Background: an optimization exercise with open tools, aiming at small area, a short achievable clock period and few clock cycles per item. Do not read the settings as production practice.
In this exercise RTL edits were held to simulation tests only and were not proved equivalent to the original.

run A:
Design ka_seq_mult, start of the top module:
module ka_seq_mult #(
  parameter int N = 131
) (
  input  logic           clk,
  input  logic           rst_n,
  input  logic           in_valid,
  output logic           in_ready,
  input  logic [N-1:0]   a,
  input  logic [N-1:0]   b,
  output logic           out_valid,
  input  logic           out_ready,
  output logic [2*N-2:0] y,
  output logic           busy
);
  logic [815:0] p0;
  logic [260:0] p1;
  logic [1:0] v;   
  wire adv = !(v[1] && !out_ready);
  assign out_valid = v[1];
  wire [2*N-1:0] ab = {b, a};
  assign in_ready = adv;
  assign busy = |v;
  always_ff @(posedge clk or negedge rst_n) begin
    if (!rst_n) v <= '0;
    else if (adv) v <= {v[0:0], in_valid};
  end
  always_ff @(posedge clk) begin
    if (adv) begin
      p0 <= d0;
      p1 <= d1;
    end
  end
  wire n262 = ab[0] ^ ab[66];
  wire n263 = ab[1] ^ ab[67];
  wire n264 = ab[2] ^ ab[68];
  wire n265 = ab[3] ^ ab[69];
  wire n266 = ab[4] ^ ab[70];
  wire n267 = ab[5] ^ ab[71];
  wire n268 = ab[6] ^ ab[72];
  wire n269 = ab[7] ^ ab[73];
  wire n270 = ab[8] ^ ab[74];
  wire n271 = ab[9] ^ ab[75];
  wire n272 = ab[10] ^ ab[76];
  wire n273 = ab[11] ^ ab[77];
  wire n274 = ab[12] ^ ab[78];
  wire n275 = ab[13] ^ ab[79];
  wire n276 = ab[14] ^ ab[80];
  wire n277 = ab[15] ^ ab[81];
  wire n278 = ab[16] ^ ab[82];
  wire n279 = ab[17] ^ ab[83];
  wire n280 = ab[18] ^ ab[84];
  wire n281 = ab[19] ^ ab[85];
  wire n282 = ab[20] ^ ab[86];
  wire n283 = ab[21] ^ ab[87];
  wire n284 = ab[22] ^ ab[88];
  wire n285 = ab[23] ^ ab[89];
  wire n286 = ab[24] ^ ab[90];
  wire n287 = ab[25] ^ ab[91];
  wire n288 = ab[26] ^ ab[92];
  wire n289 = ab[27] ^ ab[93];
  wire n290 = ab[28] ^ ab[94];
  wire n291 = ab[29] ^ ab[95];
  wire n292 = ab[30] ^ ab[96];
  wire n293 = ab[31] ^ ab[97];
  wire n294 = ab[32] ^ ab[98];
  wire n295 = ab[33] ^ ab[99];
  wire n296 = ab[34] ^ ab[100];
  wire n297 = ab[35] ^ ab[101];
  wire n298 = ab[36] ^ ab[102];
  wire n299 = ab[37] ^ ab[103];
  wire n300 = ab[38] ^ ab[104];
  wire n301 = ab[39] ^ ab[105];
  wire n302 = ab[40] ^ ab[106];
  wire n303 = ab[41] ^ ab[107];
  wire n304 = ab[42] ^ ab[108];
  wire n305 = ab[43] ^ ab[109];
  wire n306 = ab[44] ^ ab[110];
  ...
For scale: ~15000 cells after synthesis, ~1100 flip-flops, ~530 I/O pins, ~130000 um^2 of cells after synthesis.
clock: 8.0 ns
lec_check: 0
cap_margin: 20
core_margin: 2
core_utilization: 50
place_density: 0.6
setup_slack_margin: 4.55
slew_margin: 20
tns_end_percent: 100
standard.sh (not shown) runs the stock make flow with config.mk's settings and CLKGATE_MAP_FILE= SYNTH_SCRIPT=/design/flow/synth_recipe.tcl, a recipe that flattens the netlist after the stock synthesis.
==> flow/flow/run.sh <==
#!/bin/bash
# The standard layout (the standard.sh: ORFS synthesis through finish, unchanged), except
# that the port buffers ORFS inserts before global placement are buf_4 cells instead of the
# default pick (a clkdlybuf4s50_1 delay cell). Every input and output port still gets its own
# buffer. make's full output goes to flow_make.log in this folder; ORFS's per-step logs are
# under orfs/logs/.
set -euo pipefail
export BUFFER_PORTS_ARGS="-buffer_cell sky130_fd_sc_hd__buf_4"
bash standard.sh > flow_make.log 2>&1
Testbench counts of run A, summed over its fixed seeds: cycles 976, items 960.
For run B, these inputs were changed with respect to run A:
- changing SETUP_SLACK_MARGIN from 4.55 to 4.8
Findings:
Run B completed end to end with timing, DRC and antenna clean.
Compared to run A, run B has met2 layer wire length in the routed design about 1.2% higher.
Between run A and run B, the maximum frequency from static timing analysis figures differ only marginally.
~same placed cell count in run A and run B
In the metrics for run A and run B, the one carrying the lower number of global-route vias before repair is run A.
Relative to run A, the actual slew at the worst max-slew pin of run B is lower by 0.0033 ns.
Compared with run A, in run B pre-CTS setup slack now smaller; final period demand of the worst path now smaller; total vias in the final route now larger.
Inputs modified between run B and run C:
- SETUP_SLACK_MARGIN changed from 4.8 to 4.3
==> comparison <==
- Looking at highest-delay cell along the critical path, the xnor2_1 result is from run C; the nand2b_4 one comes from run B.
- Against run B, design area in run C fell by a little under 10%.
- Comparing run C and run B, clock latency reported for the late side of the worst-skew pair is higher on run C.
- Looking at delay of the slowest cell on the worst path across run C and run B, the one that comes out higher is run C.
- Lower met1 capacity usage during global routing goes to run B over run C.
- Relative to run B, register fraction of the total cell area has increased by 1.5 points in run C.
- Any difference in routed wire length between run B and run C is small enough to ignore.
- Compared to run B, run C has worst path arrival time 2.31 ns higher.
- Compared with run B, run C shows a area taken by multi-input logic gates that is about 6% lower.

========
Starting RTL as in the previous note.
clock: 8.0 ns
lec_check: 0
cap_margin: 20
core_margin: 2
core_utilization: 50
place_density: 0.6
setup_slack_margin: 4.65
slew_margin: 20
tns_end_percent: 100
Scripts as last shown in full above: flow/flow/run.sh
The first run went through all stages and came out clean.
Testbench counts at the start, summed over its fixed seeds: cycles 976, items 960.
Rerun with:
- SETUP_SLACK_MARGIN: 4.65 -> 4.4
Result: The changed run went through all stages and came out clean; worst setup slack is worse by 0.062 ns; clock skew went down by 0.011 ns; cell area drops by about 3.2%.

==> afterwards: timing with drivers on the ports <==
Ports are ideal in the flow. The routed layouts listed here were re-timed in OpenROAD.
Step 1 (the two cells are an assumption about what drives the block):
set clk [get_ports {clk}]
set_driving_cell -lib_cell sky130_fd_sc_hd__clkbuf_16 $clk
set_driving_cell -lib_cell sky130_fd_sc_hd__buf_2 [delete_from_list [all_inputs] $clk]
Step 2 moves the port delays by t, midway between the first and last clock arrival at a register: inputs arrive t later, outputs are due t later. That takes back most of the time a late clock gives input paths.
a / b / c = ideal ports / drivers / drivers and shift; a / b = the first two.
| run | t (ns) | setup slack, ns | latest minus earliest clock arrival (ns) | pins driven straight from the clock port |
|---|---|---|---|---|
| run A | 0.948 | 4.248 / 4.209 / 3.554 | 0.082 / 0.081 | 1 |
| run B | 0.957 | 4.252 / 4.218 / 3.688 | 0.065 / 0.065 | 1 |
| run C | 0.962 | 4.064 / 4.064 / 3.202 | 0.077 / 0.077 | 1 |
| the first run of note 2 | 0.956 | 4.242 / 4.208 / 3.558 | 0.064 / 0.064 | 1 |
| the second run of note 2 | 0.958 | 4.180 / 4.180 / 3.318 | 0.052 / 0.052 | 1 |
After both steps every run listed still meets setup and hold.
